Background: an optimization exercise with open tools, aiming at small area, a short achievable clock period and few clock cycles. Do not read the settings as production practice. At most, simulation tests tie the RTL to the original design; equivalence was not proved.

Design alu_muldiv, start of the top module:
module alu_muldiv #(
  parameter int unsigned LEN = 32
) (
  input  logic            clk,
  input  logic            rst_n,
  input  logic            flush,
  input  logic            req_valid,
  output logic            req_ready,
  input  logic [alu_pkg::OP_W-1:0] alu_ctrl,
  input  logic [LEN-1:0]  aluop1,
  input  logic [LEN-1:0]  aluop2,
  output logic            resp_valid,
  output logic [LEN-1:0]  aluout,
  output logic            zero
);
  localparam int unsigned SHAMT_W = $clog2(LEN);
  localparam int unsigned K       = 12;            
  localparam int unsigned ND      = K / 2;         
  localparam int unsigned NSTEP   = 3;
  localparam int unsigned W       = LEN + 17;      
  localparam int unsigned DW      = LEN + 2;       
  localparam int unsigned CW      = SHAMT_W + 1;
  logic                     v_q;         
  logic [alu_pkg::OP_W-1:0] op_q;
  logic [LEN-1:0]           a_q, b_q;    
  logic                     sub_q;
  ...
==> flow/config.mk <==
export PLATFORM = sky130hd
export DESIGN_NAME = alu_muldiv
export DESIGN_NICKNAME = alu_muldiv
export VERILOG_FILES = /design/flow/design.v
export SDC_FILE = /design/flow/constraint.sdc
export NUM_CORES = 4
export LEC_CHECK = 0
export CAP_MARGIN = 20
export CORE_MARGIN = 2
export CORE_UTILIZATION = 40
export PLACE_DENSITY = 0.72
export SLEW_MARGIN = 20
==> flow/constraint.sdc <==
create_clock -name core_clock -period 12.0 [get_ports {clk}]
set_input_delay 2.4000 -clock core_clock [delete_from_list [all_inputs] [get_ports {clk}]]
set_output_delay 2.4000 -clock core_clock [all_outputs]
set_load 0.01 [all_outputs]
standard.sh (not shown) runs the stock make flow with config.mk's settings and CLKGATE_MAP_FILE= SYNTH_SCRIPT=/design/flow/synth_recipe.tcl, a recipe that flattens the netlist after the stock synthesis.
==> flow/flow/run.sh <==
#!/bin/bash
# Own flow: the standard layout (standard.sh: unchanged synthesis, floorplan, placement, CTS,
# routing) with the same SDC and clock period. Two settings differ from the defaults:
#  - timing repair is asked to leave a larger setup margin, so the resizer keeps working on paths
#    shorter than the clock period;
#  - every input and output port still gets its own buffer, but a plain buf_4 rather than the
#    delay-style buffer the resizer picks by default.
# ORFS writes each step's full log under orfs/logs/; make's own output goes to standard.log.
set -euo pipefail
export SETUP_SLACK_MARGIN=7.5
export BUFFER_PORTS_ARGS="-buffer_cell sky130_fd_sc_hd__buf_4"
bash standard.sh > standard.log 2>&1
The baseline completed without violations.
Testbench counts at the start, summed over its fixed seeds: cycles 26,121.
==> next run, changes <==
Settings changed: PLACE_DENSITY 0.72 to not set.
The new run finished clean.
Hold slack loses 0.011 ns.
Via count is higher by 1.1%.
Sequential cell count is unchanged.
Cell area went up by 0.38%.
Worst setup slack loses 0.11 ns.
Global-route usage increases by 0.50 points.


alu_muldiv, a different RTL version from the one above (not shown whole).
Size: about 400 flip-flops, ~110 I/O pins, roughly 51000 um2 of cells after synthesis.
clock: 12.0 ns
lec_check: 0
cap_margin: 20
core_margin: 2
core_utilization: 40
place_density: 0.72
slew_margin: 20
==> flow/flow/run.sh <==
#!/bin/bash
# Own flow: the standard layout (standard.sh: unchanged synthesis, floorplan, placement, CTS,
# routing) with the same SDC and clock period. Two settings differ from the defaults:
#  - timing repair is asked to leave a larger setup margin, so the resizer keeps working on paths
#    shorter than the clock period;
#  - every input and output port still gets its own buffer, but a plain buf_4 rather than the
#    delay-style buffer the resizer picks by default.
# ORFS writes each step's full log under orfs/logs/; make's own output goes to standard.log.
set -euo pipefail
export SETUP_SLACK_MARGIN=8
export BUFFER_PORTS_ARGS="-buffer_cell sky130_fd_sc_hd__buf_4"
bash standard.sh > standard.log 2>&1
The baseline produced a clean layout.
Testbench counts at the start, summed over its fixed seeds: cycles 26,164.
==> next run, changes <==
--- a/flow/flow/run.sh
+++ b/flow/flow/run.sh
@@ -10 +10 @@
-export SETUP_SLACK_MARGIN=8
+export SETUP_SLACK_MARGIN=7.75
=> Worst setup slack gains 97 ps. Register-to-register slack improves by 97 ps. Synthesized area does not change. Die area stays the same.


## P
alu_muldiv again, from the RTL that the note above started with.
==> flow/config.mk <==
export PLATFORM = sky130hd
export DESIGN_NAME = alu_muldiv
export DESIGN_NICKNAME = alu_muldiv
export VERILOG_FILES = /design/flow/design.v
export SDC_FILE = /design/flow/constraint.sdc
export NUM_CORES = 4
export LEC_CHECK = 0
export CAP_MARGIN = 20
export CORE_MARGIN = 2
export CORE_UTILIZATION = 40
export PLACE_DENSITY = 0.72
export SLEW_MARGIN = 20
==> flow/constraint.sdc <==
create_clock -name core_clock -period 12.0 [get_ports {clk}]
set_input_delay 2.4000 -clock core_clock [delete_from_list [all_inputs] [get_ports {clk}]]
set_output_delay 2.4000 -clock core_clock [all_outputs]
set_load 0.01 [all_outputs]
==> flow/flow/run.sh <==
#!/bin/bash
# Own flow: the standard layout (standard.sh: unchanged synthesis, floorplan, placement, CTS,
# routing) with the same SDC and clock period. Two settings differ from the defaults:
#  - timing repair is asked to leave a larger setup margin, so the resizer keeps working on paths
#    shorter than the clock period;
#  - every input and output port still gets its own buffer, but a plain buf_4 rather than the
#    delay-style buffer the resizer picks by default.
# ORFS writes each step's full log under orfs/logs/; make's own output goes to standard.log.
set -euo pipefail
export SETUP_SLACK_MARGIN=7
export BUFFER_PORTS_ARGS="-buffer_cell sky130_fd_sc_hd__buf_4"
bash standard.sh > standard.log 2>&1
P completed end to end with timing, DRC and antenna clean.
Testbench counts of P, summed over its fixed seeds: cycles 26,164.
The inputs of Q differ from those of P as listed below.
- TNS_END_PERCENT now 30, previously not set
--- a/flow/flow/run.sh
+++ b/flow/flow/run.sh
@@ -10 +10 @@
-export SETUP_SLACK_MARGIN=7
+export SETUP_SLACK_MARGIN=7.75
### Flow results
Status: insertion delay of the later-clocked pin in the worst-skew pair parity (Q, P)
A critical path endpoint of res[15] is what Q shows, while res[27] belongs to P.
On area growth from synthesis to layout: between Q and P, it ends up lower for P.
On Q: number of vias per cell after detailed routing is 0.75% lower than what P gave.
Q vs. P: met2 track utilization from global routing increased 0.66 points; data arrival time of the worst path decreased 570 ps; global-route met1 utilization decreased 0.63 points.
For R, these inputs were changed with respect to Q:
- TNS_END_PERCENT no longer set, was 30
- PLACE_DENSITY now 0.8, was 0.72
Findings:
Finished, but not clean: R, with max-capacitance violations, max-slew violations. Area of combinational cells with multiple inputs went up slightly going from Q to R. R ended up with a higher DRC marker count from the first detailed-route iteration than Q did. In the metrics for Q and R, the one carrying the higher global-route usage is R. Register-to-register slack (higher): R. Diff Q -> R: met3 usage in global routing lost 0.91 points; worst setup slack picked up an extra 28 ps; post-route standard cell area excluding fillers picked up an extra 1000 um^2. The lower wire length of Q and R is in Q. Diff Q -> R: global-route wire length before repair rose by 5.5%.
Changes in S relative to R:
- a change of PLACE_DENSITY from 0.8 to 0.72
--- a/flow/flow/run.sh
+++ b/flow/flow/run.sh
@@ -10 +10 @@
-export SETUP_SLACK_MARGIN=7.75
+export SETUP_SLACK_MARGIN=7.5
==> comparison <==
Across R and S, a clean result was obtained everywhere but in R. Between R and S, the difference in portion of netlist area occupied by mux cells is negligible. Between R and S, tightest hold margin is lower for R, S comes in above that. In S, the register fraction of the total cell area came out 0.69 points above the value in R. Fmax: S lower than R. A standard cell with the maximum stage delay on the critical path of sky130_fd_sc_hd__fa_1 is what R shows, while sky130_fd_sc_hd__or4b_4 belongs to S. Fraction of met2 tracks used by global routing is higher on R. S vs R: actual slew at the worst max-slew pin down in S. S gives more maximum fanout encountered on the critical timing path than R did. Summary of S over R: proportion of final cell area spent on non-clock buffers lost 1.5 points, count of endpoints failing setup in the final report neither gained nor lost much, final-report max-slew violation count lost 3.
#### Input delta (T over S)
- putting TNS_END_PERCENT at 60 where nothing was set
--- a/flow/flow/run.sh
+++ b/flow/flow/run.sh
@@ -10 +10 @@
-export SETUP_SLACK_MARGIN=7.5
+export SETUP_SLACK_MARGIN=7.75
Notes after the runs:
T against S: clock-pin slew reported for the worst setup and hold paths after clock tree synthesis held steady; shortest period the worst path allows now sits lower; area growth from synthesis to final layout now larger; non-clock buffer count now larger. Between T and S, it is T whose first-pass GRT wire length is higher, by 0.73%. T vs S: data arrival at the endpoint of the critical path down. Going from S to T, utilization after layout shows an increase of 1.3 points; maximum frequency increased by 2.3% relative to the old numbers.


alu_muldiv, a different RTL version from the one above (not shown whole).
Size in the first run: ~6200 cells after synthesis, ~400 flip-flops, ~53000 sq um of cells after synthesis.
Settings: LEC_CHECK=0, CAP_MARGIN=20, CORE_MARGIN=2, CORE_UTILIZATION=40, PLACE_DENSITY=0.72, SLEW_MARGIN=20; clock period 12.0 ns.
==> flow/flow/run.sh <==
#!/bin/bash
# Own flow: the standard layout (standard.sh: unchanged synthesis, floorplan, placement, CTS,
# routing) with the same SDC and clock period. Two settings differ from the defaults:
#  - timing repair is asked to leave a larger setup margin, so the resizer keeps working on paths
#    shorter than the clock period;
#  - every input and output port still gets its own buffer, but a plain buf_4 rather than the
#    delay-style buffer the resizer picks by default.
# ORFS writes each step's full log under orfs/logs/; make's own output goes to standard.log.
set -euo pipefail
export SETUP_SLACK_MARGIN=8
export BUFFER_PORTS_ARGS="-buffer_cell sky130_fd_sc_hd__buf_4"
bash standard.sh > standard.log 2>&1
The starting point completed without violations.
Rerun with:
--- a/flow/flow/run.sh
+++ b/flow/flow/run.sh
@@ -8,5 +8,5 @@
 # ORFS writes each step's full log under orfs/logs/; make's own output goes to standard.log.
 set -euo pipefail
-export SETUP_SLACK_MARGIN=8
+export SETUP_SLACK_MARGIN=7.5
 export BUFFER_PORTS_ARGS="-buffer_cell sky130_fd_sc_hd__buf_4"
 bash standard.sh > standard.log 2>&1
The changed run finished with timing, DRC and antenna clean; setup slack gets worse by 0.26 ns; final cell count goes down by 2.2%; worst hold slack gets better by 0.0033 ns; cell area falls by 6.7%.
No functional check of the RTL was part of any run of this note.

[afterwards: timing with drivers on the ports]
In the flow no input, the clock included, has a driving cell. The finished layouts below were timed again as built, in two steps. Step 1 (the two cells are an assumption about what drives the block):
set clk [get_ports {clk}]
set_driving_cell -lib_cell sky130_fd_sc_hd__clkbuf_16 $clk
set_driving_cell -lib_cell sky130_fd_sc_hd__buf_2 [delete_from_list [all_inputs] $clk]
Step 2 moves the port delays by t, midway between the first and last clock arrival at a register: inputs arrive t later, outputs are due t later. That takes back most of the time a late clock gives input paths. Three values: no drivers, after step 1, after step 2; two values: the first two.
| run | shift t [ns] | slack for setup (ns) | hold slack, ns | worst register clock-pin slew, ns | worst slew at a driven data input, ns |
|---|---|---|---|---|---|
| the first run of note 1 | 0.756 | 7.472 / 7.472 / 7.472 | 0.371 / 0.371 / 0.371 | 0.08 / 0.08 | 0.08 |
| the second run of note 1 | 0.746 | 7.357 / 7.357 / 7.357 | 0.360 / 0.360 / 0.360 | 0.07 / 0.07 | 0.07 |
| the first run of note 2 | 0.745 | 7.547 / 7.547 / 7.547 | 0.347 / 0.347 / 0.347 | 0.08 / 0.08 | 0.05 |
| the second run of note 2 | 0.735 | 7.644 / 7.644 / 7.644 | 0.353 / 0.353 / 0.353 | 0.08 / 0.08 | 0.12 |
| P | 0.732 | 6.902 / 6.902 / 6.902 | 0.354 / 0.354 / 0.354 | 0.07 / 0.07 | 0.12 |
| Q | 0.738 | 7.550 / 7.550 / 7.550 | 0.353 / 0.353 / 0.353 | 0.08 / 0.08 | 0.12 |
| R | 0.749 | 7.578 / 7.578 / 7.578 | 0.344 / 0.344 / 0.344 | 0.07 / 0.07 | 0.05 |
| S | 0.728 | 7.492 / 7.492 / 7.492 | 0.354 / 0.354 / 0.354 | 0.07 / 0.07 | 0.12 |
| T | 0.733 | 7.591 / 7.591 / 7.591 | 0.353 / 0.353 / 0.353 | 0.08 / 0.08 | 0.12 |
| the first run of note 4 | 0.752 | 7.584 / 7.584 / 7.584 | 0.351 / 0.351 / 0.351 | 0.07 / 0.07 | 0.05 |
| the second run of note 4 | 0.744 | 7.320 / 7.320 / 7.320 | 0.355 / 0.355 / 0.355 | 0.07 / 0.07 | 0.04 |
